Context: an optimization exercise on an open-source flow, tuned for a short achievable clock period and few clock cycles. The choices shown serve that exercise and are no tape-out recipe.
In this exercise RTL edits were held to simulation tests only and were not proved equivalent to the original.
No activity file was given, so power comes from the tool's default toggle rates.

==> flow/design.v <==
package isa_pkg;
  typedef enum logic [6:0] {
    OPC_OP     = 7'b0110011,
    OPC_OP_IMM = 7'b0010011,
    OPC_BRANCH = 7'b1100011,
    OPC_JAL    = 7'b1101111,
    OPC_SYSTEM = 7'b1110011
  } opcode_e;
  localparam logic [2:0] F3_ADD  = 3'b000;
  localparam logic [2:0] F3_XOR  = 3'b100;
  localparam logic [2:0] F3_OR   = 3'b110;
  localparam logic [2:0] F3_AND  = 3'b111;
  localparam logic [2:0] F3_BNE  = 3'b001;
  localparam logic [2:0] F3_CSRW = 3'b001;
  localparam logic [2:0] F3_CSRR = 3'b010;
  localparam logic [6:0] F7_SUB  = 7'b0100000;
  typedef struct packed {
    logic [6:0]             funct7;
    logic [5-1:0] rs2;
    logic [5-1:0] rs1;
    logic [2:0]             funct3;
    logic [5-1:0] rd;
    opcode_e                opcode;
  } inst_r_t;
  typedef struct packed {
    logic [11:0]            imm12;
    logic [5-1:0] rs1;
    logic [2:0]             funct3;
    logic [5-1:0] rd;
    opcode_e                opcode;
  } inst_i_t;
  typedef union packed {
    inst_r_t r;
    inst_i_t i;
  } inst_u;
endpackage
package pipe_pkg;
  typedef enum logic [2:0] {
    ALU_ADD,
    ALU_SUB,
    ALU_XOR,
    ALU_AND,
    ALU_OR,
    ALU_CP2
  } alu_fn_e;
  typedef enum logic [1:0] {
    WB_ALU,
    WB_PC4,
    WB_MNGR
  } wb_sel_e;
  typedef struct packed {
    logic               valid;
    logic [32-1:0]   pc;
    logic [32-1:0]   inst;    
  } fd_t;
  typedef struct packed {
    logic                   valid;
    logic [32-1:0]       pc;
    logic [32-1:0]       op1;
    logic [32-1:0]       op2;
    logic [32-1:0]       rs2_data;
    alu_fn_e                alu_fn;
    wb_sel_e                wb_sel;
    logic                   branch;
    logic [32-1:0]       target;
    logic                   wen;
    logic [5-1:0] rd;
    logic                   mngr;
  } dx_t;
  typedef struct packed {
    logic                   valid;
    logic [32-1:0]       result;
    logic                   wen;
    logic [5-1:0] rd;
    logic                   mngr;
  } xw_t;
  typedef struct packed {
    logic                   live;
    logic [5-1:0] rd;
  } dest_t;
  typedef struct packed {
    logic               taken;
    logic [32-1:0]   target;
  } redirect_t;
  typedef struct packed {
    logic                   en;
    logic [5-1:0] addr;
    logic [32-1:0]       data;
  } rf_wr_t;
endpackage
`timescale 1ns/1ps
module proc_regfile (
  input  logic                   clk,
  input  logic                   wen_i,
  input  logic [5-1:0] waddr_i,
  input  logic [32-1:0]       wdata_i,
  input  logic [31:0]            rs1_oh_i,    
  input  logic [31:0]            rs2_oh_i,
  output logic [32-1:0]       rs1_data_o,
  output logic [32-1:0]       rs2_data_o
);
  logic [32-1:0] regs [1:31];
  always_ff @(posedge clk) begin
    for (int i = 1; i < 32; i++) begin
      if (wen_i && waddr_i == i[4:0]) regs[i] <= wdata_i;
    end
  end
  always_comb begin
    rs1_data_o = '0;
    rs2_data_o = '0;
    for (int i = 1; i < 32; i++) begin
      rs1_data_o = rs1_data_o | ({32{rs1_oh_i[i]}} & regs[i]);
      rs2_data_o = rs2_data_o | ({32{rs2_oh_i[i]}} & regs[i]);
    end
  end
endmodule
`timescale 1ns/1ps
module proc_top (
  input  logic             clk,
  input  logic             reset,
  output logic [32-1:0] imem_addr_o,
  input  logic [32-1:0] imem_data_i,
  input  logic [32-1:0] mngr2proc_data_i,
  input  logic             mngr2proc_val_i,
  output logic             mngr2proc_rdy_o,
  output logic [32-1:0] proc2mngr_data_o,
  output logic             proc2mngr_val_o,
  input  logic             proc2mngr_rdy_i
);
  localparam int BTB_IW = 4;
  localparam int BTB_N  = 1 << BTB_IW;
  localparam int TAG_LO = BTB_IW + 2;
  localparam int TAG_HI = 9;
  function automatic logic [21:0] add21(input logic [20:0] a, input logic [20:0] b);
    logic [20:0] g, p, gg, pp, gn, pn;
    g = a & b;
    p = a ^ b;
    gg = g;
    pp = p;
    for (int d = 1; d < 21; d = d * 2) begin
      gn = gg;
      pn = pp;
      for (int i = d; i < 21; i++) begin
        gn[i] = gg[i] | (pp[i] & gg[i-d]);
        pn[i] = pp[i] & pp[i-d];
      end
      gg = gn;
      pp = pn;
    end
    add21 = {gg[20], p ^ {gg[19:0], 1'b0}};
  endfunction
  function automatic logic [16:0] add16(input logic [15:0] a, input logic [15:0] b,
                                        input logic cin);
    logic [15:0] g, p, gg, pp, gn, pn;
    logic [15:0] c;
    g = a & b;
    p = a ^ b;
    gg = g;
    pp = p;
    for (int d = 1; d < 16; d = d * 2) begin
      gn = gg;
      pn = pp;
      for (int i = d; i < 16; i++) begin
        gn[i] = gg[i] | (pp[i] & gg[i-d]);
        pn[i] = pp[i] & pp[i-d];
      end
      gg = gn;
      pp = pn;
    end
    c = {gg[14:0], 1'b0} | ({16{cin}} & {pp[14:0], 1'b1});
    add16 = {gg[15] | (cin & pp[15]), p ^ c};
  endfunction
  function automatic logic [29:0] inc30(input logic [29:0] a);
    logic [29:0] pp, pn;
    pp = a;
    for (int d = 1; d < 30; d = d * 2) begin
      pn = pp;
      for (int i = d; i < 30; i++) pn[i] = pp[i] & pp[i-d];
      pp = pn;
    end
    inc30 = a ^ {pp[28:0], 1'b1};
  endfunction
  function automatic logic [14:0] predecode(input logic [31:0] w);
    logic op, opimm, bne, jal, csrr, csrw, wen, sub, z1, use2, ne, alu;
    logic [2:0] f3;
    f3    = w[14:12];
    op    = (w[6:0] == 7'b0110011);
    opimm = (w[6:0] == 7'b0010011);
    bne   = (w[6:0] == 7'b1100011) && (f3 == 3'b001);
    jal   = (w[6:0] == 7'b1101111);
    csrr  = (w[6:0] == 7'b1110011) && (f3 == 3'b010) && (w[31:20] == 12'hFC0);
    csrw  = (w[6:0] == 7'b1110011) && (f3 == 3'b001) && (w[31:20] == 12'h7C0);
    wen   = (op || opimm || jal || csrr) && (w[11:7] != 5'd0);
    sub   = op && (f3 == 3'b000) && (w[31:25] == 7'b0100000);
    z1    = jal || csrr;            
    use2  = !(opimm || jal || csrr);
    ne    = (w[19:15] != w[24:20]);
    alu   = op || opimm;
    predecode = {op, opimm, bne, jal, csrr, csrw, wen, sub, z1, use2, ne,
                 alu && (f3 == 3'b000 || f3 == 3'b001 || f3 == 3'b010 ||
                         f3 == 3'b011 || f3 == 3'b101),
                 alu && (f3 == 3'b100),
                 alu && (f3 == 3'b111),
                 (alu && (f3 == 3'b110)) || z1};
  endfunction
  logic [31:0] pc_q;
  logic        d_v;
  logic [31:0] d_inst;
  logic [31:0] d_pc;
  logic [31:0] d_pc4;
  logic [31:0] d_target;    
  logic [20:0] d_tlo;       
  logic        d_tc;        
  logic        d_ts;        
  logic [10:0] d_hp1;       
  logic [10:0] d_hm1;
  logic        d_pt;        
  logic [31:0] d_ptgt;      
  logic        d_hit;       
  logic [1:0]  d_ctr;       
  logic [31:0] d_rs1oh;     
  logic [31:0] d_rs2oh;
  logic [14:0] d_dec;       
  logic        a_v;
  logic [31:0] a_op1;       
  logic [31:0] a_op2;       
  logic        a_f1, a_f2;  
  logic        a_cin;       
  logic        a_s_add, a_s_xor, a_s_and, a_s_or;
  logic [4:0]  a_rd;
  logic        a_wen;       
  logic        a_bne, a_jal, a_csrw;
  logic        a_pt;        
  logic        a_tok;       
  logic        a_mayredir;
  logic        a_hit;
  logic [1:0]  a_ctr;
  logic [31:0] a_pc;
  logic [31:0] a_pc4;
  logic [31:0] a_target;
  logic        b_v;
  logic [15:0] b_op1h;
  logic [15:0] b_op2h;
  logic [15:0] b_op1l;      
  logic        b_c;         
  logic [15:0] b_resl;      
  logic        b_eql;       
  logic        b_s_add, b_s_xor, b_s_and, b_s_or;
  logic [4:0]  b_rd;
  logic        b_wen;
  logic        b_bne, b_jal, b_csrw;
  logic        b_pt, b_tok;
  logic        b_hit;
  logic [1:0]  b_ctr;
  logic [31:0] b_pc;
  logic [31:0] b_pc4;
  logic [31:0] b_target;
  logic        w_wen;
  logic [4:0]  w_rd;
  logic [31:0] w_res;
  logic        in_rdy_q;
  logic [3:0]  ov;          
  logic [31:0] oq [4];      
  logic [4:0]  rs1, rs2, rd;
  logic [31:0] rf1, rf2;
  proc_regfile i_regfile (
    .clk        (clk),
    .wen_i      (w_wen),
    .waddr_i    (w_rd),
    .wdata_i    (w_res),
    .rs1_oh_i   (d_rs1oh),
    .rs2_oh_i   (d_rs2oh),
    .rs1_data_o (rf1),
    .rs2_data_o (rf2)
  );
  logic [16:0] a_sum;
  logic [15:0] a_resl;
  assign a_sum  = add16(a_op1[15:0], a_op2[15:0], a_cin);
  assign a_resl = ({16{a_s_add}} & a_sum[15:0]) |
                  ({16{a_s_xor}} & (a_op1[15:0] ^ a_op2[15:0])) |
                  ({16{a_s_and}} & (a_op1[15:0] & a_op2[15:0])) |
                  ({16{a_s_or}}  & (a_op1[15:0] | a_op2[15:0]));
  logic [16:0] b_sum;
  logic [15:0] b_resh;
  logic        b_taken;
  logic        b_act;
  logic        b_mispred;
  logic [31:0] b_fix;
  assign b_sum  = add16(b_op1h, b_op2h, b_c);
  assign b_resh = ({16{b_s_add}} & b_sum[15:0]) |
                  ({16{b_s_xor}} & (b_op1h ^ b_op2h)) |
                  ({16{b_s_and}} & (b_op1h & b_op2h)) |
                  ({16{b_s_or}}  & (b_op1h | b_op2h));
  logic        b_eqh;
  logic        mis_eq, mis_ne;
  assign b_eqh     = (b_op1h == b_op2h);
  assign b_taken   = b_bne && !(b_eql && b_eqh);
  assign b_act     = b_jal || b_taken;
  assign mis_eq    = b_v && ((b_jal || (b_bne && !b_eql)) ? !(b_pt && b_tok) : b_pt);
  assign mis_ne    = b_v && ((b_jal || b_bne) ? !(b_pt && b_tok) : b_pt);
  assign b_mispred = b_eqh ? mis_eq : mis_ne;
  logic [6:0]  opc;
  logic [2:0]  f3;
  logic        d_op, d_opimm, d_isbne, d_jal, d_csrr, d_csrw;
  logic        d_sub;
  logic        d_wen;
  logic        d_z1;
  logic        d_use2;
  logic        d_ne;        
  logic        d_s_add, d_s_xor, d_s_and, d_s_or;
  logic [31:0] imm_i;
  logic        d_stall;
  logic        d_spred;
  logic        d_redir;
  logic        take;
  logic        ha1, hb1, hw1, ha2, hb2, hw2;
  logic [31:0] d_v1, d_v2;
  logic [31:0] d_op1, d_op2;
  assign opc = d_inst[6:0];
  assign f3  = d_inst[14:12];
  assign rs1 = d_inst[19:15];
  assign rs2 = d_inst[24:20];
  assign rd  = d_inst[11:7];
  assign {d_op, d_opimm, d_isbne, d_jal, d_csrr, d_csrw, d_wen, d_sub, d_z1, d_use2,
          d_ne, d_s_add, d_s_xor, d_s_and, d_s_or} = d_dec;
  assign imm_i = {{20{d_inst[31]}}, d_inst[31:20]};
  assign ha1 = a_v && a_wen && (a_rd == rs1);
  assign hb1 = b_v && b_wen && (b_rd == rs1);
  assign hw1 = w_wen && (w_rd == rs1);
  assign ha2 = a_v && a_wen && (a_rd == rs2);
  assign hb2 = b_v && b_wen && (b_rd == rs2);
  assign hw2 = w_wen && (w_rd == rs2);
  always_comb begin
    if (ha1)      d_v1[15:0] = a_resl;
    else if (hb1) d_v1[15:0] = b_resl;
    else if (hw1) d_v1[15:0] = w_res[15:0];
    else          d_v1[15:0] = rf1[15:0];
    if (hb1)      d_v1[31:16] = b_resh;
    else if (hw1) d_v1[31:16] = w_res[31:16];
    else          d_v1[31:16] = rf1[31:16];
    if (ha2)      d_v2[15:0] = a_resl;
    else if (hb2) d_v2[15:0] = b_resl;
    else if (hw2) d_v2[15:0] = w_res[15:0];
    else          d_v2[15:0] = rf2[15:0];
    if (hb2)      d_v2[31:16] = b_resh;
    else if (hw2) d_v2[31:16] = w_res[31:16];
    else          d_v2[31:16] = rf2[31:16];
  end
  assign take  = in_rdy_q && mngr2proc_val_i;
  assign d_op1 = d_z1 ? 32'd0 : d_v1;
  always_comb begin
    if (d_opimm)      d_op2 = imm_i;
    else if (d_jal)   d_op2 = d_pc4;
    else if (d_csrr)  d_op2 = mngr2proc_data_i;
    else              d_op2 = d_v2 ^ {32{d_sub}};
  end
  assign d_stall = d_v && ((d_csrr && !take) || (d_csrw && ov[1]));
  assign d_spred = (d_jal || (d_isbne && !d_hit && d_ne)) && !d_pt;
  assign d_redir = d_v && d_spred;    
  logic                     btb_v   [BTB_N];
  logic [TAG_HI-TAG_LO:0]   btb_tag [BTB_N];
  logic [31:2]              btb_tgt [BTB_N];
  logic [1:0]               btb_ctr [BTB_N];
  logic                     p_hit;
  logic [1:0]               p_ctr;
  logic [31:2]              p_tgt;
  logic                     f_hit, f_pred;
  logic [31:0]              f_tgt;
  logic [1:0]               f_ctr;
  assign f_hit  = p_hit;
  assign f_ctr  = p_ctr;
  assign f_pred = p_hit && p_ctr[1];
  assign f_tgt  = {p_tgt, 2'b00};
  function automatic logic [32:0] btb_look(input logic [TAG_HI:2] a);
    logic [BTB_IW-1:0] i;
    i = a[BTB_IW+1:2];
    btb_look = {btb_v[i] && (btb_tag[i] == a[TAG_HI:TAG_LO]), btb_ctr[i], btb_tgt[i]};
  endfunction
  logic [TAG_HI:2] pc_q4_lo;
  logic [32:0]     l_seq, l_pt, l_d, l_next;
  assign pc_q4_lo = pc_q[TAG_HI:2] + 1'b1;
  assign l_seq    = btb_look(pc_q4_lo);
  assign l_pt     = btb_look(p_tgt[TAG_HI:2]);
  assign l_d      = btb_look(d_tlo[TAG_HI:2]);
  logic              u_br;
  logic [1:0]        u_ctr;
  assign u_br  = b_bne || b_jal;
  always_comb begin
    if (b_jal)          u_ctr = 2'd3;
    else if (!b_hit)    u_ctr = 2'd2;
    else if (b_taken)   u_ctr = (b_ctr == 2'd3) ? 2'd3 : b_ctr + 2'd1;
    else                u_ctr = (b_ctr == 2'd0) ? 2'd0 : b_ctr - 2'd1;
  end
  logic                   ub_wr, ub_clr;
  logic [BTB_IW-1:0]      ub_idx;
  logic [TAG_HI-TAG_LO:0] ub_tag;
  logic [31:2]            ub_tgt;
  logic [1:0]             ub_ctr;
  always_ff @(posedge clk) begin
    if (reset) begin
      ub_wr  <= 1'b0;
      ub_clr <= 1'b0;
    end else begin
      ub_wr  <= b_v && u_br && (b_hit || b_act);
      ub_clr <= b_v && !u_br && b_pt;
    end
    ub_idx <= b_pc[BTB_IW+1:2];
    ub_tag <= b_pc[TAG_HI:TAG_LO];
    ub_tgt <= b_target[31:2];
    ub_ctr <= u_ctr;
  end
  always_ff @(posedge clk) begin
    if (reset) begin
      for (int i = 0; i < BTB_N; i++) btb_v[i] <= 1'b0;
    end else if (ub_wr) begin
      btb_v[ub_idx]   <= 1'b1;
      btb_tag[ub_idx] <= ub_tag;
      btb_tgt[ub_idx] <= ub_tgt;
      btb_ctr[ub_idx] <= ub_ctr;
    end else if (ub_clr) begin
      btb_v[ub_idx]   <= 1'b0;
    end
  end
  logic [31:0] pc_next;
  logic [31:0] pc_rest, pc_eq, pc_ne;
  logic [31:0] pc_q4;
  assign pc_q4 = {inc30(pc_q[31:2]), pc_q[1:0]};
  logic [31:0] f_immb, f_immj;
  logic [21:0] f_tb, f_tj;
  logic        f_jal;
  assign f_immb = {{20{imem_data_i[31]}}, imem_data_i[7], imem_data_i[30:25],
                   imem_data_i[11:8], 1'b0};
  assign f_immj = {{12{imem_data_i[31]}}, imem_data_i[19:12], imem_data_i[20],
                   imem_data_i[30:21], 1'b0};
  assign f_jal  = imem_data_i[3];   
  logic [21:0] f_tlo;
  assign f_tb   = add21(pc_q[20:0], f_immb[20:0]);
  assign f_tj   = add21(pc_q[20:0], f_immj[20:0]);
  assign f_tlo  = f_jal ? f_tj : f_tb;
  always_comb begin
    if (d_tc && !d_ts)      d_target[31:21] = d_hp1;
    else if (!d_tc && d_ts) d_target[31:21] = d_hm1;
    else                    d_target[31:21] = d_pc[31:21];
  end
  assign d_target[20:0] = d_tlo;
  always_comb begin
    if (d_redir)        begin pc_rest = d_target; l_next = l_d;                   end
    else if (d_stall)   begin pc_rest = pc_q;     l_next = {p_hit, p_ctr, p_tgt}; end
    else if (f_pred)    begin pc_rest = f_tgt;    l_next = l_pt;                  end
    else                begin pc_rest = pc_q4;    l_next = l_seq;                 end
    pc_eq = !mis_eq ? pc_rest : ((b_jal || (b_bne && !b_eql)) ? b_target : b_pc4);
    pc_ne = !mis_ne ? pc_rest : ((b_jal || b_bne) ? b_target : b_pc4);
    pc_next = b_eqh ? pc_eq : pc_ne;
  end
  assign imem_addr_o = pc_q;
  logic f_csrr;
  logic nx_need;
  assign f_csrr = (imem_data_i[6:0] == 7'b1110011) && (imem_data_i[14:12] == 3'b010) &&
                  (imem_data_i[31:20] == 12'hFC0);
  always_comb begin
    if (b_mispred)    nx_need = 1'b0;
    else if (d_stall) nx_need = d_csrr && !(a_v && a_mayredir);
    else              nx_need = !d_redir && f_csrr && !(d_v && (d_isbne || d_jal || d_pt)) &&
                                !(a_v && a_mayredir);
  end
  always_ff @(posedge clk) begin
    if (reset) begin
      pc_q     <= 32'h0000_0200;
      p_hit    <= 1'b0;
      d_v      <= 1'b0;
      a_v      <= 1'b0;
      b_v      <= 1'b0;
      w_wen    <= 1'b0;
      in_rdy_q <= 1'b0;
    end else begin
      pc_q     <= pc_next;
      if (b_mispred) {p_hit, p_ctr, p_tgt} <= '0;
      else           {p_hit, p_ctr, p_tgt} <= l_next;
      in_rdy_q <= nx_need;
      if (b_mispred)     d_v <= 1'b0;
      else if (!d_stall) d_v <= !d_redir;    
      a_v   <= d_v && !d_stall && !b_mispred;
      b_v   <= a_v && !b_mispred;
      w_wen <= b_v && b_wen;
    end
  end
  always_ff @(posedge clk) begin
    if (!d_stall) begin
      d_inst   <= imem_data_i;
      d_pc     <= pc_q;
      d_pc4    <= pc_q4;
      d_tlo    <= f_tlo[20:0];
      d_tc     <= f_tlo[21];
      d_ts     <= imem_data_i[31];
      d_hp1    <= pc_q[31:21] + 11'd1;
      d_hm1    <= pc_q[31:21] - 11'd1;
      d_pt     <= f_pred;
      d_ptgt   <= f_tgt;
      d_hit    <= f_hit;
      d_ctr    <= f_ctr;
      d_dec    <= predecode(imem_data_i);
      d_rs1oh  <= 32'd1 << imem_data_i[19:15];
      d_rs2oh  <= 32'd1 << imem_data_i[24:20];
    end
    a_op1      <= d_op1;
    a_op2      <= d_op2;
    a_f1       <= ha1 && !d_z1;
    a_f2       <= ha2 && d_use2;
    a_cin      <= d_sub;
    a_s_add    <= d_s_add;
    a_s_xor    <= d_s_xor;
    a_s_and    <= d_s_and;
    a_s_or     <= d_s_or;
    a_rd       <= rd;
    a_wen      <= d_wen;
    a_bne      <= d_isbne;
    a_jal      <= d_jal;
    a_csrw     <= d_csrw;
    a_pt       <= d_pt || d_spred;
    a_tok      <= d_spred || (d_ptgt == d_target);
    a_mayredir <= d_isbne || d_jal || d_pt;
    a_hit      <= d_hit;
    a_ctr      <= d_ctr;
    a_pc       <= d_pc;
    a_pc4      <= d_pc4;
    a_target   <= d_target;
    b_op1h   <= a_f1 ? b_resh : a_op1[31:16];
    b_op2h   <= a_f2 ? (b_resh ^ {16{a_cin}}) : a_op2[31:16];
    b_op1l   <= a_op1[15:0];
    b_c      <= a_sum[16];
    b_resl   <= a_resl;
    b_eql    <= (a_op1[15:0] == a_op2[15:0]);
    b_s_add  <= a_s_add;
    b_s_xor  <= a_s_xor;
    b_s_and  <= a_s_and;
    b_s_or   <= a_s_or;
    b_rd     <= a_rd;
    b_wen    <= a_wen;
    b_bne    <= a_bne;
    b_jal    <= a_jal;
    b_csrw   <= a_csrw;
    b_pt     <= a_pt;
    b_tok    <= a_tok;
    b_hit    <= a_hit;
    b_ctr    <= a_ctr;
    b_pc     <= a_pc;
    b_pc4    <= a_pc4;
    b_target <= a_target;
    w_rd  <= b_rd;
    w_res <= {b_resh, b_resl};
  end
  logic        pop;
  logic        push;
  logic [31:0] pdata;
  logic [3:0]  ov_s;
  logic [31:0] oq_s [4];
  assign pop   = ov[0] && proc2mngr_rdy_i;
  assign push  = b_v && b_csrw;
  assign pdata = {b_op1h, b_op1l};
  always_comb begin
    if (pop) begin
      ov_s    = {1'b0, ov[3:1]};
      oq_s[0] = oq[1];
      oq_s[1] = oq[2];
      oq_s[2] = oq[3];
      oq_s[3] = oq[3];
    end else begin
      ov_s    = ov;
      oq_s[0] = oq[0];
      oq_s[1] = oq[1];
      oq_s[2] = oq[2];
      oq_s[3] = oq[3];
    end
  end
  always_ff @(posedge clk) begin
    if (reset) begin
      ov <= 4'b0000;
    end else if (push) begin
      ov <= {ov_s[2:0], 1'b1};
    end else begin
      ov <= ov_s;
    end
  end
  always_ff @(posedge clk) begin
    oq[0] <= (push && !ov_s[0]) ? pdata : oq_s[0];
    oq[1] <= (push && ov_s[0] && !ov_s[1]) ? pdata : oq_s[1];
    oq[2] <= (push && ov_s[1] && !ov_s[2]) ? pdata : oq_s[2];
    oq[3] <= (push && ov_s[2]) ? pdata : oq_s[3];
  end
  assign mngr2proc_rdy_o  = in_rdy_q;
  assign proc2mngr_val_o  = ov[0];
  assign proc2mngr_data_o = oq[0];
endmodule
==> flow/run.sh <==
#!/bin/bash
# synth_recipe.tcl (not shown) runs the flow's synth.tcl, then flattens the netlist and writes it again
# the make line also repeats each setting of config.mk as NAME=value (left out here)
make -C /OpenROAD-flow-scripts/flow DESIGN_CONFIG=/design/flow/config.mk WORK_HOME=/design/flow/orfs CLKGATE_MAP_FILE= SYNTH_SCRIPT=/design/flow/synth_recipe.tcl finish
==> flow/config.mk <==
export PLATFORM = sky130hd
export DESIGN_NAME = proc_top
export DESIGN_NICKNAME = proc_top
export VERILOG_FILES = /design/flow/design.v
export SDC_FILE = /design/flow/constraint.sdc
export NUM_CORES = 4
export LEC_CHECK = 0
export ABC_CLOCK_PERIOD_IN_PS = 2000
export CAP_MARGIN = 20
export CORE_MARGIN = 2
export CORE_UTILIZATION = 40
export SETUP_SLACK_MARGIN = 4.0
export SLEW_MARGIN = 20
export TNS_END_PERCENT = 100
==> flow/constraint.sdc <==
create_clock -name core_clock -period 6.0 [get_ports {clk}]
set_input_delay 1.2000 -clock core_clock [delete_from_list [all_inputs] [get_ports {clk}]]
set_output_delay 1.2000 -clock core_clock [all_outputs]
set_load 0.01 [all_outputs]
==> run summary, run 1 <==
DR vias/cell around 7; DRT Wirelength about 480000 um; crit path max fanout 6; syn nets 7069; Final #Nets ~8000; post-synthesis sequential element count around 2400; asr flop ratio synth 0%; largest net degree at the start of global routing 66; most used cell, CP buf_6; antenna violations before repair 31; vias in the first global route 77000; CTS Sinks ~2400; H-tree depth 4; max cap viols 0; yosys warns 6; Mapped Cells 6897; met2 GRT Util between 40 and 50%; PD cells 318 nW/um^2; filler instances ~21000; grt peak-use layer met2; CTS Hold Buffers Added 0; Hold Path Class flop to flop; IO Pins between 100 and 150; crit path launch type flop; DRC viols 0; Initial Util ~40%; Critical Path RT slightly below 7000 ps; total track usage 33.7%; Crit. End Element flop; Max VDD drop approximately 0.36 mV; Final Setup Violations 0; # rows between 150 and 200; minimum clock period between 3000 and 4000 ps; GRT overflow 0; Post-synth EDFFs approximately 2000; final core occ 52.3%; unrepaired setup endpoints after global routing true; Via Count slightly above 80000; CP Data Arrival Time 3870 ps; mapped cell area 107000 um^2; crit path cell chain xnor2_1 > nand4_1 > buf_6 > buf_6 > buf_8 > or2_4 > a211oi_4 > a211oi_2 > a31oi_1 > mux2i_1 > a21oi_2; Post-DP Area about 110000 um^2; CP top delay family compound AO/OA/AOI/OAI gates; Clock Path Buffers 4; leak pwr between 40 and 50 nW; FMAX 0.325 GHz; wire per inst roughly 41 um; final instance area around 140000 um^2; Reg area ~70000 um^2; area occupied by multi-input gates 41800 um^2; status no timing/DRC/antenna violations; sequential element share of the synthesized area between 60% and 70%; CTS root buf clkbuf_16; die area around 270000 um^2; CTS clk-pin slew, worst paths roughly 70 ps; Clk Latency, worst-skew pair 1010 ps; setup ws final slightly below 3000 ps; setup TNS 0 ps; Layout Area Growth over Synthesis 30.1%; WS Path Type flop to flop; most frequent cells in the layout 1969 x edfxtp_1, 555 x mux4_2, 488 x buf_4; dpl ws 1470 ps; initial DRC count about 16000; share of layout cells above drive strength 1 between 30% and 40%; CTS Buf Count roughly 250; Final ANT Viol Nets 0; M1 GR Usage between 40% and 50%; post-synth cell types 88; core footprint 265000 um^2; # port buffers about 130; Final Slew Violations 0; ys flop type edfxtp_1; CP bufs+invs 3; Die Width between 500 and 600 um; Detail Placement HPWL about 250000 um; Worst Tran Pin Value approximately 1200 ps; Pre-Repair DR Iteration Count 29; CTS tree done; Syn Area/Cell roughly 15 um^2; max incr delay on CP between 700 and 800 ps; Final Hold Vio Count 0; Max-slew headroom 20.7%; die height roughly 520 um; Final Skew 120 ps; first-pass GRT wire length between 600000 and 700000 um; commonest non-fill, non-tap cell in the layout edfxtp_1; Worst path slowest cell a211oi_4; Final Cycle Share between 50% and 60%; routing usage on met3 13.3%; RD Place Congestion between 0.9 and 1
## power breakdown
part,total [mW],switching (mW),internal [mW],leakage (nW)
logic,8.40,4.10,4.31,21.9
clock network,16.2,6.86,9.31,4.03
registers,19.5,0.859,18.6,20.7
## layer usage
metal | up-vias | share of wire (%)
met3 | 2499 | 16
met1 | 40800 | 33
met4 | 38 | 9.3
li1 | 30500 | -
met2 | 8289 | 42
met5 | - | 0.10
## timing repair
action | in CTS | in global routing
resized for setup | 1703 | 563
pin swaps | 392 | 387
cloned | 64 | 25
setup buffers | 544 | 188
endpoints found under the setup margin | 2313 | 1226
## path summary, 6_finish.rpt
| check | depth (start not counted) | slack [ps] | from | to |
|---|---|---|---|---|
| hold reg to reg | 0 | 300 | a_tok | b_tok |
| setup reg to reg | 11 | 2920 | d_inst[23] | a_op2[6] |
| setup / recovery | 11 | 2920 | d_inst[23] | a_op2[6] |
| hold / removal | 0 | 300 | a_tok | b_tok |
## cells by family (layout without fill, tap and decap cells)
kind of cell / count (synthesis) / count (layout) / synth area share, %
fa+ha+maj: 106 / 106 / 1.27
simple gates: 1129 / 1137 / 5.06
other cells: 0 / 22 / 0
xor+xnor: 197 / 197 / 1.62
buf+inv: 610 / 1777 / 2.30
flops: 2410 / 2410 / 63.8
compound gates: 1648 / 1648 / 11.8
mux: 797 / 797 / 14.2
## final cells by class
cell class | count | share of cell area, %
clock buffers | 318 | 4.79
well taps | 3533 | 3.19
clock inverters | 139 | 1.23
repair buffers | 1212 | 11.0
inverters | 108 | 0.314
diodes | 22 | 0.0397
multi-input cells | 3885 | 30.2
flip-flops and latches | 2410 | 49.2
## synth_stat cells, drive strengths merged, types with 5 or more instances
master,instances,area [um^2]
a22oi,298,2240
o31ai,16,139
mux2i,108,1080
nand2,236,888
o22ai,21,131
nor2,384,1440
o21bai,15,113
a222oi,77,771
nand3b,17,128
a21oi,197,1000
a31oi,20,125
a221oi,333,2940
xor2,77,674
a211o,10,87.6
inv,106,398
ha,100,1250
or2,13,81.3
edfxtp,1969,59100
o211ai,18,135
nand3,74,370
or3,23,149
a22o,324,2840
dfxtp,441,8830
mux2,134,1510
nor2b,32,200
clkbuf,332,1250
o21a,11,82.6
xnor2,120,1050
a2bb2oi,5,43.8
and4,5,43.8
o21ai,166,831
nor4,25,156
nor3,92,465
and2,7,43.8
nand2b,23,144
nand4,159,1000
a21o,25,188
a211oi,73,558
mux4,555,12500
and3,22,138
buf,170,797
## registers in the layout, summed over array words and instances, names as in the netlist, 22 cells and up, named ones only
name            flops
pc_q               32
a_op1              32
a_op2              32
btb_ctr            32
b_pc4              31
w_res              32
b_target           32
oq                128
p_tgt              30
ub_tgt             30
d_inst             22
d_pc4              30
btb_tag            64
i_regfile.regs    992
btb_tgt           480
a_pc4              31
a_target           32
d_rs2oh            31
d_rs1oh            31
d_ptgt             30
## metrics by stage
stage	power (mW)	hold slack [ps]	cells
final	44.1	302	11600
after global routing	44.9	318	11600
after CTS	43.3	319	11400
after detailed placement	25.7	312	10300
after global placement	25.7	310	10300
after floorplan	23.6	310	6897
Testbench counts, summed over its fixed seeds: cycles 35,736.
==> run 2, diff against run 1 <==
--- a/flow/design.v
+++ b/flow/design.v
@@ -133,4 +133,4 @@
   localparam int TAG_HI = 9;
-  function automatic logic [21:0] add21(input logic [20:0] a, input logic [20:0] b);
-    logic [20:0] g, p, gg, pp, gn, pn;
+  function automatic logic [13:0] add13(input logic [12:0] a, input logic [12:0] b);
+    logic [12:0] g, p, gg, pp, gn, pn;
     g = a & b;
@@ -139,6 +139,6 @@
     pp = p;
-    for (int d = 1; d < 21; d = d * 2) begin
+    for (int d = 1; d < 13; d = d * 2) begin
       gn = gg;
       pn = pp;
-      for (int i = d; i < 21; i++) begin
+      for (int i = d; i < 13; i++) begin
         gn[i] = gg[i] | (pp[i] & gg[i-d]);
@@ -149,3 +149,3 @@
     end
-    add21 = {gg[20], p ^ {gg[19:0], 1'b0}};
+    add13 = {gg[12], p ^ {gg[11:0], 1'b0}};
   endfunction
@@ -211,7 +211,9 @@
   logic [31:0] d_target;    
-  logic [20:0] d_tlo;       
+  logic [12:0] d_tlo;       
   logic        d_tc;        
+  logic [8:0]  d_t8;        
+  logic [8:0]  d_t8p;       
   logic        d_ts;        
-  logic [10:0] d_hp1;       
-  logic [10:0] d_hm1;
+  logic [10:0] d_up1;       
+  logic [10:0] d_um1;
   logic        d_pt;        
@@ -223,2 +225,3 @@
   logic [14:0] d_dec;       
+  logic [5:0]  d_hits;      
   logic        a_v;
@@ -234,2 +237,3 @@
   logic        a_tok;       
+  logic [31:0] a_ptgt;      
   logic        a_mayredir;
@@ -316,3 +320,2 @@
   logic        ha1, hb1, hw1, ha2, hb2, hw2;
-  logic [31:0] d_v1, d_v2;
   logic [31:0] d_op1, d_op2;
@@ -326,32 +329,33 @@
   assign imm_i = {{20{d_inst[31]}}, d_inst[31:20]};
-  assign ha1 = a_v && a_wen && (a_rd == rs1);
-  assign hb1 = b_v && b_wen && (b_rd == rs1);
-  assign hw1 = w_wen && (w_rd == rs1);
-  assign ha2 = a_v && a_wen && (a_rd == rs2);
-  assign hb2 = b_v && b_wen && (b_rd == rs2);
-  assign hw2 = w_wen && (w_rd == rs2);
+  assign {ha1, hb1, hw1, ha2, hb2, hw2} = d_hits;
+  logic [31:0] d_e1, d_e2;    
+  logic [31:0] d_r1, d_r2;    
+  logic        u1l, u1h, u2l, u2h;
+  assign u1l = !d_z1 && !hb1 && !hw1;
+  assign u1h = !d_z1 && !hw1;
+  assign u2l = d_use2 && !hb2 && !hw2;
+  assign u2h = d_use2 && !hw2;
   always_comb begin
-    if (ha1)      d_v1[15:0] = a_resl;
-    else if (hb1) d_v1[15:0] = b_resl;
-    else if (hw1) d_v1[15:0] = w_res[15:0];
-    else          d_v1[15:0] = rf1[15:0];
-    if (hb1)      d_v1[31:16] = b_resh;
-    else if (hw1) d_v1[31:16] = w_res[31:16];
-    else          d_v1[31:16] = rf1[31:16];
-    if (ha2)      d_v2[15:0] = a_resl;
-    else if (hb2) d_v2[15:0] = b_resl;
-    else if (hw2) d_v2[15:0] = w_res[15:0];
-    else          d_v2[15:0] = rf2[15:0];
-    if (hb2)      d_v2[31:16] = b_resh;
-    else if (hw2) d_v2[31:16] = w_res[31:16];
-    else          d_v2[31:16] = rf2[31:16];
+    d_r1 = 32'd0;
+    if (hb1)      d_r1[15:0] = b_resl;
+    else if (hw1) d_r1[15:0] = w_res[15:0];
+    if (hw1)      d_r1[31:16] = w_res[31:16];
+    d_r2 = 32'd0;
+    if (hb2)      d_r2[15:0] = b_resl;
+    else if (hw2) d_r2[15:0] = w_res[15:0];
+    if (hw2)      d_r2[31:16] = w_res[31:16];
+    d_r2 = d_r2 ^ {32{d_sub}};
+    if (d_opimm)      d_r2 = imm_i;
+    else if (d_jal)   d_r2 = d_pc4;
+    else if (d_csrr)  d_r2 = mngr2proc_data_i;
+    d_e1[15:0]  = u1l ? rf1[15:0]  : d_r1[15:0];
+    d_e1[31:16] = u1h ? rf1[31:16] : d_r1[31:16];
+    d_e2[15:0]  = u2l ? (rf2[15:0]  ^ {16{d_sub}}) : d_r2[15:0];
+    d_e2[31:16] = u2h ? (rf2[31:16] ^ {16{d_sub}}) : d_r2[31:16];
   end
   assign take  = in_rdy_q && mngr2proc_val_i;
-  assign d_op1 = d_z1 ? 32'd0 : d_v1;
-  always_comb begin
-    if (d_opimm)      d_op2 = imm_i;
-    else if (d_jal)   d_op2 = d_pc4;
-    else if (d_csrr)  d_op2 = mngr2proc_data_i;
-    else              d_op2 = d_v2 ^ {32{d_sub}};
-  end
+  assign d_op1[15:0]  = ha1 ? a_resl : d_e1[15:0];
+  assign d_op1[31:16] = hb1 ? b_resh : d_e1[31:16];
+  assign d_op2[15:0]  = ha2 ? (a_resl ^ {16{d_sub}}) : d_e2[15:0];
+  assign d_op2[31:16] = hb2 ? (b_resh ^ {16{d_sub}}) : d_e2[31:16];
   assign d_stall = d_v && ((d_csrr && !take) || (d_csrw && ov[1]));
@@ -378,8 +382,27 @@
   endfunction
-  logic [TAG_HI:2] pc_q4_lo;
-  logic [32:0]     l_seq, l_pt, l_d, l_next;
-  assign pc_q4_lo = pc_q[TAG_HI:2] + 1'b1;
-  assign l_seq    = btb_look(pc_q4_lo);
+  logic                   nb_v   [BTB_N];
+  logic [TAG_HI-TAG_LO:0] nb_tag [BTB_N];
+  logic [31:2]            nb_tgt [BTB_N];
+  logic [1:0]             nb_ctr [BTB_N];
+  always_comb begin
+    for (int k = 0; k < BTB_N; k++) begin
+      nb_v[k]   = btb_v[(k + 1) % BTB_N];
+      nb_tag[k] = btb_tag[(k + 1) % BTB_N];
+      nb_tgt[k] = btb_tgt[(k + 1) % BTB_N];
+      nb_ctr[k] = btb_ctr[(k + 1) % BTB_N];
+    end
+  end
+  function automatic logic [32:0] btb_look_next(input logic [TAG_HI:2] a);
+    logic [BTB_IW-1:0] i;
+    logic [TAG_HI:TAG_LO] t;
+    i = a[BTB_IW+1:2];
+    t = (i == {BTB_IW{1'b1}}) ? a[TAG_HI:TAG_LO] + 1'b1 : a[TAG_HI:TAG_LO];
+    btb_look_next = {nb_v[i] && (nb_tag[i] == t), nb_ctr[i], nb_tgt[i]};
+  endfunction
+  logic [32:0]     l_seq, l_pt, l_d, l_next, l_bt, l_b4, l_eq, l_ne, l_fin;
+  assign l_seq    = btb_look_next(pc_q[TAG_HI:2]);
   assign l_pt     = btb_look(p_tgt[TAG_HI:2]);
   assign l_d      = btb_look(d_tlo[TAG_HI:2]);
+  assign l_bt     = btb_look(b_target[TAG_HI:2]);
+  assign l_b4     = btb_look(b_pc4[TAG_HI:2]);
   logic              u_br;
@@ -428,3 +451,3 @@
   logic [31:0] f_immb, f_immj;
-  logic [21:0] f_tb, f_tj;
+  logic [13:0] f_tb, f_tj;
   logic        f_jal;
@@ -435,12 +458,17 @@
   assign f_jal  = imem_data_i[3];   
-  logic [21:0] f_tlo;
-  assign f_tb   = add21(pc_q[20:0], f_immb[20:0]);
-  assign f_tj   = add21(pc_q[20:0], f_immj[20:0]);
+  logic [13:0] f_tlo;
+  logic [7:0]  f_imm8;
+  assign f_imm8 = f_jal ? f_immj[20:13] : f_immb[20:13];
+  assign f_tb   = add13(pc_q[12:0], f_immb[12:0]);
+  assign f_tj   = add13(pc_q[12:0], f_immj[12:0]);
   assign f_tlo  = f_jal ? f_tj : f_tb;
+  logic [8:0] d_t8s;
+  assign d_t8s = d_tc ? d_t8p : d_t8;
   always_comb begin
-    if (d_tc && !d_ts)      d_target[31:21] = d_hp1;
-    else if (!d_tc && d_ts) d_target[31:21] = d_hm1;
-    else                    d_target[31:21] = d_pc[31:21];
+    if (d_t8s[8] && !d_ts)      d_target[31:21] = d_up1;
+    else if (!d_t8s[8] && d_ts) d_target[31:21] = d_um1;
+    else                        d_target[31:21] = d_pc[31:21];
   end
-  assign d_target[20:0] = d_tlo;
+  assign d_target[20:13] = d_t8s[7:0];
+  assign d_target[12:0]  = d_tlo;
   always_comb begin
@@ -453,2 +481,5 @@
     pc_next = b_eqh ? pc_eq : pc_ne;
+    l_eq = !mis_eq ? l_next : ((b_jal || (b_bne && !b_eql)) ? l_bt : l_b4);
+    l_ne = !mis_ne ? l_next : ((b_jal || b_bne) ? l_bt : l_b4);
+    l_fin = b_eqh ? l_eq : l_ne;
   end
@@ -476,4 +507,3 @@
       pc_q     <= pc_next;
-      if (b_mispred) {p_hit, p_ctr, p_tgt} <= '0;
-      else           {p_hit, p_ctr, p_tgt} <= l_next;
+      {p_hit, p_ctr, p_tgt} <= l_fin;
       in_rdy_q <= nx_need;
@@ -486,2 +516,26 @@
   end
+  logic [14:0] f_dec;
+  logic        f_z1, f_use2;
+  logic [4:0]  f_rs1, f_rs2;
+  logic        n_a, n_b, n_w;    
+  assign f_dec  = predecode(imem_data_i);
+  assign f_z1   = f_dec[6];
+  assign f_use2 = f_dec[5];
+  assign f_rs1  = imem_data_i[19:15];
+  assign f_rs2  = imem_data_i[24:20];
+  assign n_a    = d_v && d_wen;
+  assign n_b    = a_v && a_wen;
+  assign n_w    = b_v && b_wen;
+  always_ff @(posedge clk) begin
+    if (!d_stall) begin
+      d_hits <= {n_a && (rd   == f_rs1) && !f_z1,
+                 n_b && (a_rd == f_rs1) && !f_z1,
+                 n_w && (b_rd == f_rs1) && !f_z1,
+                 n_a && (rd   == f_rs2) && f_use2,
+                 n_b && (a_rd == f_rs2) && f_use2,
+                 n_w && (b_rd == f_rs2) && f_use2};
+    end else begin
+      d_hits <= {1'b0, d_hits[5], d_hits[4], 1'b0, d_hits[2], d_hits[1]};
+    end
+  end
   always_ff @(posedge clk) begin
@@ -491,7 +545,9 @@
       d_pc4    <= pc_q4;
-      d_tlo    <= f_tlo[20:0];
-      d_tc     <= f_tlo[21];
+      d_tlo    <= f_tlo[12:0];
+      d_tc     <= f_tlo[13];
+      d_t8     <= {1'b0, pc_q[20:13]} + {1'b0, f_imm8};
+      d_t8p    <= {1'b0, pc_q[20:13]} + {1'b0, f_imm8} + 9'd1;
       d_ts     <= imem_data_i[31];
-      d_hp1    <= pc_q[31:21] + 11'd1;
-      d_hm1    <= pc_q[31:21] - 11'd1;
+      d_up1    <= pc_q[31:21] + 11'd1;
+      d_um1    <= pc_q[31:21] - 11'd1;
       d_pt     <= f_pred;
@@ -500,3 +556,3 @@
       d_ctr    <= f_ctr;
-      d_dec    <= predecode(imem_data_i);
+      d_dec    <= f_dec;
       d_rs1oh  <= 32'd1 << imem_data_i[19:15];
@@ -506,4 +562,4 @@
     a_op2      <= d_op2;
-    a_f1       <= ha1 && !d_z1;
-    a_f2       <= ha2 && d_use2;
+    a_f1       <= ha1;
+    a_f2       <= ha2;
     a_cin      <= d_sub;
@@ -519,3 +575,4 @@
     a_pt       <= d_pt || d_spred;
-    a_tok      <= d_spred || (d_ptgt == d_target);
+    a_tok      <= d_spred;
+    a_ptgt     <= d_ptgt;
     a_mayredir <= d_isbne || d_jal || d_pt;
@@ -542,3 +599,3 @@
     b_pt     <= a_pt;
-    b_tok    <= a_tok;
+    b_tok    <= a_tok || (a_ptgt == a_target);
     b_hit    <= a_hit;
--- a/flow/config.mk
+++ b/flow/config.mk
@@ -10,3 +10,3 @@
 export CORE_MARGIN = 2
-export CORE_UTILIZATION = 40
+export CORE_UTILIZATION = 35
 export SETUP_SLACK_MARGIN = 4.0
==> run summary, run 2 <==
max cap viols 0 (unchanged); FMAX 0.346 GHz (was 0.325 GHz); Clk Latency, worst-skew pair 950 ps (was 1010 ps); crit path cell chain buf_12 > a22o_1 > a221oi_1 > nand4_1 > nor3_4 > nor3_2 > a21oi_2 > o21ai_1 > mux2_4 (was xnor2_1 > nand4_1 > buf_6 > buf_6 > buf_8 > or2_4 > a211oi_4 > a211oi_2 > a31oi_1 > mux2i_1 > a21oi_2); CTS Hold Buffers Added 0 (unchanged); CTS root buf clkbuf_16 (unchanged); CTS clk-pin slew, worst paths 60 ps (was 70 ps); biggest registers after layout i_regfile.regs (992), btb_tgt (480), oq (128) (unchanged); Max-slew headroom 21.7% (was 20.7%); status no timing/DRC/antenna violations (unchanged); yosys warns 11 (was 6); ys flop type edfxtp_1 (unchanged); crit path launch type flop (unchanged); IO Pins 134 (unchanged); CP top delay family simple AND/OR/NAND/NOR gates (was compound AO/OA/AOI/OAI gates); DRC viols 0 (unchanged); minimum clock period 2890 ps (was 3080 ps); share of layout cells above drive strength 1 39.4% (was 38.8%); mapped cell area 117000 um^2 (was 107000 um^2); most area-consuming cells after synthesis edfxtp_1 51%, mux4_2 14%, dfxtp_1 8.2%, a22oi_1 3.3%, a221oi_1 2.4% (was edfxtp_1 55%, mux4_2 12%, dfxtp_1 8.3%, a221oi_1 2.7%, a22o_1 2.7%); DR vias/cell 7.20 (was 7.06); Post-DP Area 125000 um^2 (was 113000 um^2); Layout Area Growth over Synthesis 31.3% (was 30.1%); Final #Nets 9168 (was 8036); commonest non-fill, non-tap cell in the layout edfxtp_1 (unchanged); vias in the first global route 91700 (was 77000); initial DRC count 21400 (was 15800); CTS tree done (unchanged); Reg area 69200 um^2 (was 68200 um^2); DRT Wirelength 579000 um (was 477000 um); max incr delay on CP 670 ps (was 710 ps); Top reg by flops i_regfile.regs (unchanged); PD cells 301 nW/um^2 (was 318 nW/um^2); Final Skew 87.0 ps (was 120 ps); Clock Path Buffers 4 (unchanged); Final ANT Viol Nets 0 (unchanged); area occupied by multi-input gates 50700 um^2 (was 41800 um^2); Yosys top cell by area edfxtp_1 (unchanged); cell with the most instances after synthesis edfxtp_1 (unchanged); Hold Path Class flop to flop (unchanged); die height 581 um (was 520 um); first-pass GRT wire length 768000 um (was 634000 um); total track usage 32.6% (was 33.7%); Die Width 581 um (was 520 um); final total power 46.1 mW (was 44.1 mW); filler instances 27900 (was 20900); Final Cycle Share 48.2% (was 51.3%); leak pwr 51.8 nW (was 46.6 nW); Final Slew Violations 0 (unchanged); GRT overflow 0 (unchanged); syn nets 8130 (was 7069); post-synthesis sequential element count 2451 (was 2410); max FFs per register 992 (unchanged); # rows 211 (was 189); crit path max fanout 32 (was 6); Pre-Repair DR Iteration Count 13 (was 29); H-tree depth 5 (was 4); Commonest cells post-synth 1974 x edfxtp_1, 724 x mux4_2, 513 x a22oi_1 (was 1969 x edfxtp_1, 555 x mux4_2, 441 x dfxtp_1); Max VDD drop 0.209 mV (was 0.355 mV); RD Place Congestion 0.970 (was 0.977); Via Count 98300 (was 82100); Worst Tran Pin Value 1170 ps (was 1190 ps); # port buffers 133 (unchanged); CTS Sinks 2451 (was 2410); most frequent cells in the layout 1974 x edfxtp_1, 724 x mux4_2, 605 x buf_4 (was 1969 x edfxtp_1, 555 x mux4_2, 488 x buf_4); Final Setup Violations 0 (unchanged); WS Path Type flop to flop (unchanged); Crit. End Element flop (unchanged); post-synth cell types 98 (was 88); final instance area 153000 um^2 (was 139000 um^2); Detail Placement HPWL 298000 um (was 253000 um); Worst path slowest cell nor3_4 (was a211oi_4); sequential element share of the synthesized area 59.0% (was 63.8%); Initial Util 35.2% (was 40.2%); unrepaired setup endpoints after global routing true (unchanged); area share of the largest cell type after synthesis 50.8% (was 55.5%); Critical Path RT 6840 ps (was 6790 ps); CP Data Arrival Time 3730 ps (was 3870 ps); CTS Buf Count 271 (was 247); asr flop ratio synth 0% (unchanged); Final Hold Vio Count 0 (unchanged); CP bufs+invs 1 (was 3); Syn Area/Cell 14.7 um^2 (was 15.4 um^2); wire per inst 42.4 um (was 41.0 um); die area 338000 um^2 (was 271000 um^2); core footprint 331000 um^2 (was 265000 um^2); antenna violations before repair 67 (was 31); Mapped Cells 7959 (was 6897); setup TNS 0 ps (unchanged); Post-synth EDFFs 1974 (was 1969); largest net degree at the start of global routing 98 (was 66)
==> run 2: routing by layer <==
metal,up-vias,GRT usage [%],routed length (um)
met1,48300,38.7,184000
met3,3419,16.9,107000
met5,-,1.16,1060
met2,11200,44.9,229000
met4,71,23.8,57300
li1,35300,-,-
==> run 2: cell type report <==
type,instances,share of cell area [%]
repair buffers,1387,11.7
inverters,132,0.391
clock buffers,350,4.89
diodes,72,0.118
repair inverters,6,0.0776
clock inverters,140,0.958
multi-input cells,4748,33.1
flip-flops and latches,2451,45.2
well taps,4366,3.57
==> run 2: power by group <==
| part | internal [mW] | total, mW | switching [mW] |
|---|---|---|---|
| sequential | 19.0 | 19.9 | 0.931 |
| combinational | 4.30 | 8.93 | 4.63 |
| clock | 9.88 | 17.2 | 7.35 |
==> run 2: worst register-to-register path: stages, from the launching register on <==
cell and delay (ps):
edfxtp_1 420, buf_12 280, a22o_1 370, a221oi_1 200, nand4_1 200, nor3_4 670, nor3_2 130, a21oi_2 160
o21ai_1 100, mux2_4 290
==> run 2: worst paths after layout <==
| check | startpoint | end | slack [ps] | cells past startpoint |
|---|---|---|---|---|
| worst max register to register | d_rs1oh[24] | a_op1[2] | 3110 | 9 |
| worst min-delay path | d_dec[0] | a_s_or | 270 | 0 |
| worst min register to register | d_dec[0] | a_s_or | 270 | 0 |
| worst max-delay path | d_rs1oh[24] | a_op1[2] | 3110 | 9 |
==> run 2: cell families (layout without fill, tap and decap cells) <==
kind of cell               Yosys count  count (layout)  synth area share (%)
xor gates and xnor gates           274             274                  2.06
adders and majority gates          104             104                  1.15
and+or+nand+nor                   1325            1337                  5.46
AOI/OAI and AO/OA                 2076            2076                  13.4
muxes                              957             957                  16.1
DFF                               2451            2451                  59.0
buffers and inverters              772            2015                  2.79
other                                0              72                     0
==> run 2: per-stage QoR <==
step | utilization, % | cells | hold WS [ps] | setup slack [ps]
2_1_floorplan | - | 7959 | 310 | 2600
3_3_place_gp | 37.8 | 12100 | 311 | 1690
3_5_place_dp | 37.8 | 12100 | 312 | 1690
4_1_cts | 44.9 | 13400 | 305 | 3200
5_1_grt | 46.2 | 13600 | 289 | 3100
6_report | 46.3 | 13700 | 275 | 3110
==> run 2: timing repair <==
item | CTS | global route
pin swaps | 431 | 334
setup endpoints to repair | 2295 | 1322
cloned | 81 | 17
endpoints found under the hold margin | 0 | 0
buffers inserted | 687 | 203
resized for setup | 1833 | 476
Testbench counts of run 2, summed over its fixed seeds: cycles 35,692.

re-timing with driven ports:
The flow's constraints put no driver on any port. The routed layouts listed below were extracted and timed again, unchanged, in two steps. Step 1 (the two cells are an assumption about what drives the block):
set clk [get_ports {clk}]
set_driving_cell -lib_cell sky130_fd_sc_hd__clkbuf_16 $clk
set_driving_cell -lib_cell sky130_fd_sc_hd__buf_2 [delete_from_list [all_inputs] $clk]
Step 2, shift: input delay + t, output delay - t, t = (earliest + latest rising clock arrival at the registers) / 2. This alone moves slack from input paths to output paths. Three values: no drivers, after step 1, after step 2; two values: the first two.
run | shift t [ns] | slack for setup (ns) | cell pins on the clock port's net
run 1 | 1.054 | 2.921 / 2.921 / 2.252 | 1
run 2 | 1.011 | 3.106 / 3.055 / 2.180 | 1
After both steps setup and hold are still met in every run listed. The setup slack of run 2, which loses most, moves by -0.051 ns with the drivers and by -0.926 ns with both steps.
